From an optimization exercise on the open Yosys and OpenROAD flow, aimed at small area; shortcuts taken in it are not production practice. Function was checked by simulation only, so behaviour that the tests miss may differ from the original. Power figures rest on the tool's default switching activity, not on a simulated workload.

==> run a: inputs <==
## rv_core
module rv_core (
  input  logic                CLK,
  input  logic                RST,
  input  rv_isa_pkg::instr_t  instr,        
  input  logic [32-1:0] mem_rdata,    
  output logic [32-1:0] pc,           
  output logic [32-1:0] alu_result,   
  output logic [32-1:0] write_data,   
  output logic                mem_write     
);
  logic [32-1:0] regs [1:32-1];
  logic [(32-1)*32-1:0] regs_flat;
  logic [32-1:1] pc_q, pc_next;
  logic [32-1:0] rs1_data, rs2_data, result;
  logic [32-1:1] we;
  logic                is_jal, reg_write;
  assign pc = {pc_q, 1'b0};
  always_ff @(posedge CLK or posedge RST) begin
    if (RST) pc_q <= '0;
    else     pc_q <= pc_next;
  end
  rv_dec5 u_wdec (.addr (instr[11:7]), .en (reg_write), .sel (we));
  always_ff @(posedge CLK) begin
    for (int i = 1; i < 32; i++) begin
      if (we[i]) regs[i] <= result;
    end
  end
  for (genvar i = 1; i < 32; i++) begin : g_flat
    assign regs_flat[(i-1)*32 +: 32] = regs[i];
  end
  rv_regfile u_regfile (
    .regs     (regs_flat),
    .rs1_addr (instr[19:15]),
    .rs2_addr (instr[24:20]),
    .alt_sel  (is_jal),
    .alt      (pc),
    .rs1_data (rs1_data),
    .rs2_data (rs2_data)
  );
  rv_datapath u_datapath (
    .instr      (instr),
    .mem_rdata  (mem_rdata),
    .pc         (pc),
    .rs1_data   (rs1_data),
    .rs2_data   (rs2_data),
    .is_jal     (is_jal),
    .reg_write  (reg_write),
    .pc_next    (pc_next),
    .alu_result (alu_result),
    .result     (result)
  );
  assign write_data = rs2_data;
  assign mem_write  = (instr[6:0] == 7'b0100011);   
endmodule
==> module rv_regfile, before the edit <==
module rv_regfile (
  input  logic [31*32-1:0] regs,   
  input  logic [4:0]  rs1_addr,
  input  logic [4:0]  rs2_addr,
  input  logic        alt_sel,
  input  logic [31:0] alt,
  output logic [31:0] rs1_data,
  output logic [31:0] rs2_data
);
  logic [31:1] sel1, sel2;
  rv_dec5 u_dec1 (.addr (rs1_addr), .en (~alt_sel), .sel (sel1));
  rv_dec5_noen u_dec2 (.addr (rs2_addr), .sel (sel2));
  for (genvar b = 0; b < 32; b++) begin : g_bit
    logic [31:1] col;
    for (genvar i = 1; i < 32; i++) begin : g_col
      assign col[i] = regs[(i-1)*32 + b];
    end
    rv_rf_bit_alt u_rd1 (
      .d (col), .s (sel1), .alt (alt[b]), .alt_s (alt_sel), .y (rs1_data[b])
    );
    rv_rf_bit u_rd2 (.d (col), .s (sel2), .y (rs2_data[b]));
  end
endmodule
export LEC_CHECK = 0
export CAP_MARGIN = 0
export CORE_MARGIN = 2
export CORE_UTILIZATION = 45
export CTS_BUF_LIST = sky130_fd_sc_hd__clkbuf_16
export CTS_CLUSTER_DIAMETER = 60
export CTS_CLUSTER_SIZE = 25
export SLEW_MARGIN = 0
export SYNTH_HIERARCHICAL = 1
export SYNTH_MINIMUM_KEEP_SIZE = 0
create_clock -name core_clock -period 10.5 [get_ports {CLK}]
standard.sh (not shown) runs the stock make flow with config.mk's settings and CLKGATE_MAP_FILE= SYNTH_SCRIPT=/design/flow/synth_recipe.tcl, a recipe that flattens the netlist after the stock synthesis.
==> flow/flow/run.sh <==
#!/bin/bash
# The standard layout (standard.sh, the standard flow's own ORFS run) with two changes:
# ports are buffered with buf_1 instead of the flow's default delay cell,
# clock tree synthesis adds no dummy loads, and gates off the
# critical paths are downsized after global routing (RECOVER_POWER).
set -euo pipefail
export BUFFER_PORTS_ARGS="-buffer_cell sky130_fd_sc_hd__buf_1"
export CTS_ARGS="-sink_clustering_enable -repair_clock_nets -dont_use_dummy_load -sink_clustering_size 25 -sink_clustering_max_diameter 60 -buf_list sky130_fd_sc_hd__clkbuf_16"
export RECOVER_POWER=100
bash standard.sh > standard.log 2>&1
==> run b (differences from run a) <==
--- a/flow/design.v
+++ b/flow/design.v
@@ -200,5 +200,7 @@
 );
-  logic [31:1] sel1, sel2;
-  rv_dec5 u_dec1 (.addr (rs1_addr), .en (~alt_sel), .sel (sel1));
-  rv_dec5_noen u_dec2 (.addr (rs2_addr), .sel (sel2));
+  logic [31:1] sel1_lo, sel1_hi, sel2_lo, sel2_hi;
+  rv_dec5      u_dec1_lo (.addr (rs1_addr), .en (~alt_sel), .sel (sel1_lo));
+  rv_dec5      u_dec1_hi (.addr (rs1_addr), .en (~alt_sel), .sel (sel1_hi));
+  rv_dec5_noen u_dec2_lo (.addr (rs2_addr), .sel (sel2_lo));
+  rv_dec5_noen u_dec2_hi (.addr (rs2_addr), .sel (sel2_hi));
   for (genvar b = 0; b < 32; b++) begin : g_bit
@@ -209,5 +211,5 @@
     rv_rf_bit_alt u_rd1 (
-      .d (col), .s (sel1), .alt (alt[b]), .alt_s (alt_sel), .y (rs1_data[b])
+      .d (col), .s ((b < 16) ? sel1_lo : sel1_hi), .alt (alt[b]), .alt_s (alt_sel), .y (rs1_data[b])
     );
-    rv_rf_bit u_rd2 (.d (col), .s (sel2), .y (rs2_data[b]));
+    rv_rf_bit u_rd2 (.d (col), .s ((b < 16) ? sel2_lo : sel2_hi), .y (rs2_data[b]));
   end
==> flow/flow/run.sh (replaced) <==
#!/bin/bash
# The standard layout (standard.sh, the standard flow's own ORFS run) with two changes:
# ports are buffered with buf_1 instead of the flow's default delay cell,
# and clock tree synthesis adds no dummy loads.
set -euo pipefail
export BUFFER_PORTS_ARGS="-buffer_cell sky130_fd_sc_hd__buf_1"
export CTS_ARGS="-sink_clustering_enable -repair_clock_nets -dont_use_dummy_load -sink_clustering_size 14 -sink_clustering_max_diameter 50 -buf_list sky130_fd_sc_hd__clkbuf_8"
bash standard.sh > standard.log 2>&1
CORE_UTILIZATION = 40   (was 45)
CTS_BUF_LIST = sky130_fd_sc_hd__clkbuf_8   (was sky130_fd_sc_hd__clkbuf_16)
CTS_CLUSTER_DIAMETER = 50   (was 60)
CTS_CLUSTER_SIZE = 14   (was 25)
==> run c (differences from run a) <==
--- a/flow/design.v
+++ b/flow/design.v
@@ -200,5 +200,7 @@
 );
-  logic [31:1] sel1, sel2;
-  rv_dec5 u_dec1 (.addr (rs1_addr), .en (~alt_sel), .sel (sel1));
-  rv_dec5_noen u_dec2 (.addr (rs2_addr), .sel (sel2));
+  logic [31:1] sel1_lo, sel1_hi, sel2_lo, sel2_hi;
+  rv_dec5      u_dec1_lo (.addr (rs1_addr), .en (~alt_sel), .sel (sel1_lo));
+  rv_dec5      u_dec1_hi (.addr (rs1_addr), .en (~alt_sel), .sel (sel1_hi));
+  rv_dec5_noen u_dec2_lo (.addr (rs2_addr), .sel (sel2_lo));
+  rv_dec5_noen u_dec2_hi (.addr (rs2_addr), .sel (sel2_hi));
   for (genvar b = 0; b < 32; b++) begin : g_bit
@@ -209,5 +211,5 @@
     rv_rf_bit_alt u_rd1 (
-      .d (col), .s (sel1), .alt (alt[b]), .alt_s (alt_sel), .y (rs1_data[b])
+      .d (col), .s ((b < 16) ? sel1_lo : sel1_hi), .alt (alt[b]), .alt_s (alt_sel), .y (rs1_data[b])
     );
-    rv_rf_bit u_rd2 (.d (col), .s (sel2), .y (rs2_data[b]));
+    rv_rf_bit u_rd2 (.d (col), .s ((b < 16) ? sel2_lo : sel2_hi), .y (rs2_data[b]));
   end
==> flow/flow/run.sh (replaced) <==
#!/bin/bash
# The standard layout (standard.sh, the standard flow's own ORFS run) with these changes:
# ports are buffered with buf_1 instead of the flow's default delay cell,
# clock tree synthesis adds no dummy loads, and gates off the
# critical paths are downsized after global routing (RECOVER_POWER).
set -euo pipefail
export BUFFER_PORTS_ARGS="-buffer_cell sky130_fd_sc_hd__buf_1"
export CTS_ARGS="-sink_clustering_enable -repair_clock_nets -dont_use_dummy_load -sink_clustering_size 14 -sink_clustering_max_diameter 50 -buf_list sky130_fd_sc_hd__clkbuf_8"
export RECOVER_POWER=100
bash standard.sh > standard.log 2>&1
CTS_BUF_LIST = sky130_fd_sc_hd__clkbuf_8   (was sky130_fd_sc_hd__clkbuf_16)
CTS_CLUSTER_DIAMETER = 50   (was 60)
CTS_CLUSTER_SIZE = 14   (was 25)
==> summary of the runs <==
Power, highest first: run a, run b, run c.
Against run a, the clock skew of run b is higher by 20 ps.
The highest via count belongs to run a, the lowest to run b.
Run b produced a layout that fails on negative setup slack. Run c finished but failed the layout checks on max-capacitance violations, max-slew violations. Run a finished but fails on max-capacitance violations, max-slew violations, negative setup slack.
In run a the global-route usage is higher than in run c, by 2.0 points.
Against run a, the combinational power of run b is lower by about 4%.
Die area: run b > run c > run a.
Final cell count: run a < run c < run b.
Sequential share of layout area, lowest first: run b, run a, run c.
Clock power: run c is lower than run a (about 15%).
Utilization: run a > run c > run b.

==> sierra <==
Starting RTL as in the previous note.
==> flow/config.mk <==
export PLATFORM = sky130hd
export DESIGN_NAME = rv_core
export DESIGN_NICKNAME = rv_core
export VERILOG_FILES = /design/flow/design.v
export SDC_FILE = /design/flow/constraint.sdc
export NUM_CORES = 4
export LEC_CHECK = 0
export CAP_MARGIN = 0
export CORE_MARGIN = 2
export CORE_UTILIZATION = 45
export CTS_BUF_LIST = sky130_fd_sc_hd__clkbuf_8
export CTS_CLUSTER_DIAMETER = 50
export CTS_CLUSTER_SIZE = 14
export SLEW_MARGIN = 0
export SYNTH_HIERARCHICAL = 1
export SYNTH_MINIMUM_KEEP_SIZE = 0
==> flow/constraint.sdc <==
create_clock -name core_clock -period 10.5 [get_ports {CLK}]
set_input_delay 2.1000 -clock core_clock [delete_from_list [all_inputs] [get_ports {CLK}]]
set_output_delay 2.1000 -clock core_clock [all_outputs]
set_load 0.01 [all_outputs]
==> flow/flow/run.sh <==
#!/bin/bash
# The standard layout (standard.sh, the standard flow's own ORFS run) with these changes:
# ports are buffered with buf_1 instead of the flow's default delay cell,
# clock tree synthesis adds no dummy loads, and gates off the
# critical paths are downsized after global routing (RECOVER_POWER).
set -euo pipefail
export BUFFER_PORTS_ARGS="-buffer_cell sky130_fd_sc_hd__buf_1"
export CTS_ARGS="-sink_clustering_enable -repair_clock_nets -dont_use_dummy_load -sink_clustering_size 14 -sink_clustering_max_diameter 50 -buf_list sky130_fd_sc_hd__clkbuf_8"
export RECOVER_POWER=100
bash standard.sh > standard.log 2>&1
==> xenon (differences from sierra) <==
--- a/flow/design.v
+++ b/flow/design.v
@@ -198,18 +198,20 @@
   output logic [31:0] rs1_data,
   output logic [31:0] rs2_data
 );
-  logic [31:1] sel1, sel2;
-  rv_dec5 u_dec1 (.addr (rs1_addr), .en (~alt_sel), .sel (sel1));
-  rv_dec5_noen u_dec2 (.addr (rs2_addr), .sel (sel2));
+  logic [31:1] sel1_lo, sel1_hi, sel2_lo, sel2_hi;
+  rv_dec5      u_dec1_lo (.addr (rs1_addr), .en (~alt_sel), .sel (sel1_lo));
+  rv_dec5      u_dec1_hi (.addr (rs1_addr), .en (~alt_sel), .sel (sel1_hi));
+  rv_dec5_noen u_dec2_lo (.addr (rs2_addr), .sel (sel2_lo));
+  rv_dec5_noen u_dec2_hi (.addr (rs2_addr), .sel (sel2_hi));
   for (genvar b = 0; b < 32; b++) begin : g_bit
     logic [31:1] col;
     for (genvar i = 1; i < 32; i++) begin : g_col
       assign col[i] = regs[(i-1)*32 + b];
     end
     rv_rf_bit_alt u_rd1 (
-      .d (col), .s (sel1), .alt (alt[b]), .alt_s (alt_sel), .y (rs1_data[b])
+      .d (col), .s ((b < 16) ? sel1_lo : sel1_hi), .alt (alt[b]), .alt_s (alt_sel), .y (rs1_data[b])
     );
-    rv_rf_bit u_rd2 (.d (col), .s (sel2), .y (rs2_data[b]));
+    rv_rf_bit u_rd2 (.d (col), .s ((b < 16) ? sel2_lo : sel2_hi), .y (rs2_data[b]));
   end
 endmodule
 `timescale 1ns/1ps
==> flow/flow/run.sh (replaced) <==
#!/bin/bash
# The standard layout (standard.sh, the standard flow's own ORFS run) with two changes:
# ports are buffered with buf_1 instead of the flow's default delay cell,
# and clock tree synthesis adds no dummy loads.
set -euo pipefail
export BUFFER_PORTS_ARGS="-buffer_cell sky130_fd_sc_hd__buf_1"
export CTS_ARGS="-sink_clustering_enable -repair_clock_nets -dont_use_dummy_load -sink_clustering_size 14 -sink_clustering_max_diameter 50 -buf_list sky130_fd_sc_hd__clkbuf_8"
bash standard.sh > standard.log 2>&1
CAP_MARGIN = 20   (was 0)
SLEW_MARGIN = 20   (was 0)
==> notes <==
- In sequential cell count, sierra and xenon do not differ.
- In xenon the clock power is lower than in sierra, by about 2%.
- sierra completed and failed the layout checks on capacitance limit, slew limit, setup timing. xenon produced a clean layout.
- In xenon the clock skew is lower than in sierra, by 0.041 ns.
- In xenon the cell area is higher than in sierra, by 0.34%.
- Against sierra, the non-clock buffer count of xenon is lower by 29.
==> figures <==
quantity	xenon	sierra
Post-Route M1 WL	61.7 mm	62.2 mm
Placement Rows	115	114
Worst Hold Slack	0.618 ns	0.680 ns
Avg Cell Area, Syn	15.8 um^2	16.1 um^2
Logic power comb	2.33 mW	2.44 mW
Number of placed instances with taps included	4344	4270
Vertical die dimension	318 um	317 um
Placed inst area	47700 um^2	47800 um^2
Wire length of the first global-routing pass	244 mm	250 mm
Number of max-capacitance violations reported	0	48
Met2 usage	0.513	0.508
Status	complete, no violations	finished with violations
Layout check failures	-	capacitance limit, slew limit, setup timing

static timing again, ports no longer ideal:
How much do the figures lean on ideal ports? The routed layouts below were timed once more, with nothing changed but the port constraints.
Step 1 assumes that a clkbuf_16 drives the clock port and a buf_2 every other input.
Step 2 times the ports against the registers' clock, not the clock port: input delays grow and output delays shrink by t, the midpoint of the rising clock arrivals with the driver on.
Three values: ideal ports, drivers, drivers and shift; two values: the first two.
run | t (ns) | setup WS [ns] | clock arrival spread, ns | worst register clock-pin slew, ns
run a | 0.730 | -0.085 / -0.109 / -0.109 | 0.071 / 0.071 | 0.09 / 0.09
run b | 0.830 | -0.001 / -0.027 / -0.027 | 0.091 / 0.092 | 0.10 / 0.10
run c | 0.820 | 0.347 / 0.231 / -0.255 | 0.114 / 0.114 | 0.09 / 0.09
sierra | 0.859 | -0.125 / -0.150 / -0.150 | 0.130 / 0.129 | 0.10 / 0.10
xenon | 0.824 | 0.466 / 0.340 / 0.340 | 0.089 / 0.089 | 0.10 / 0.10
The setup slack of run c, which loses most, moves by -0.116 ns with the drivers and by -0.602 ns with both steps.
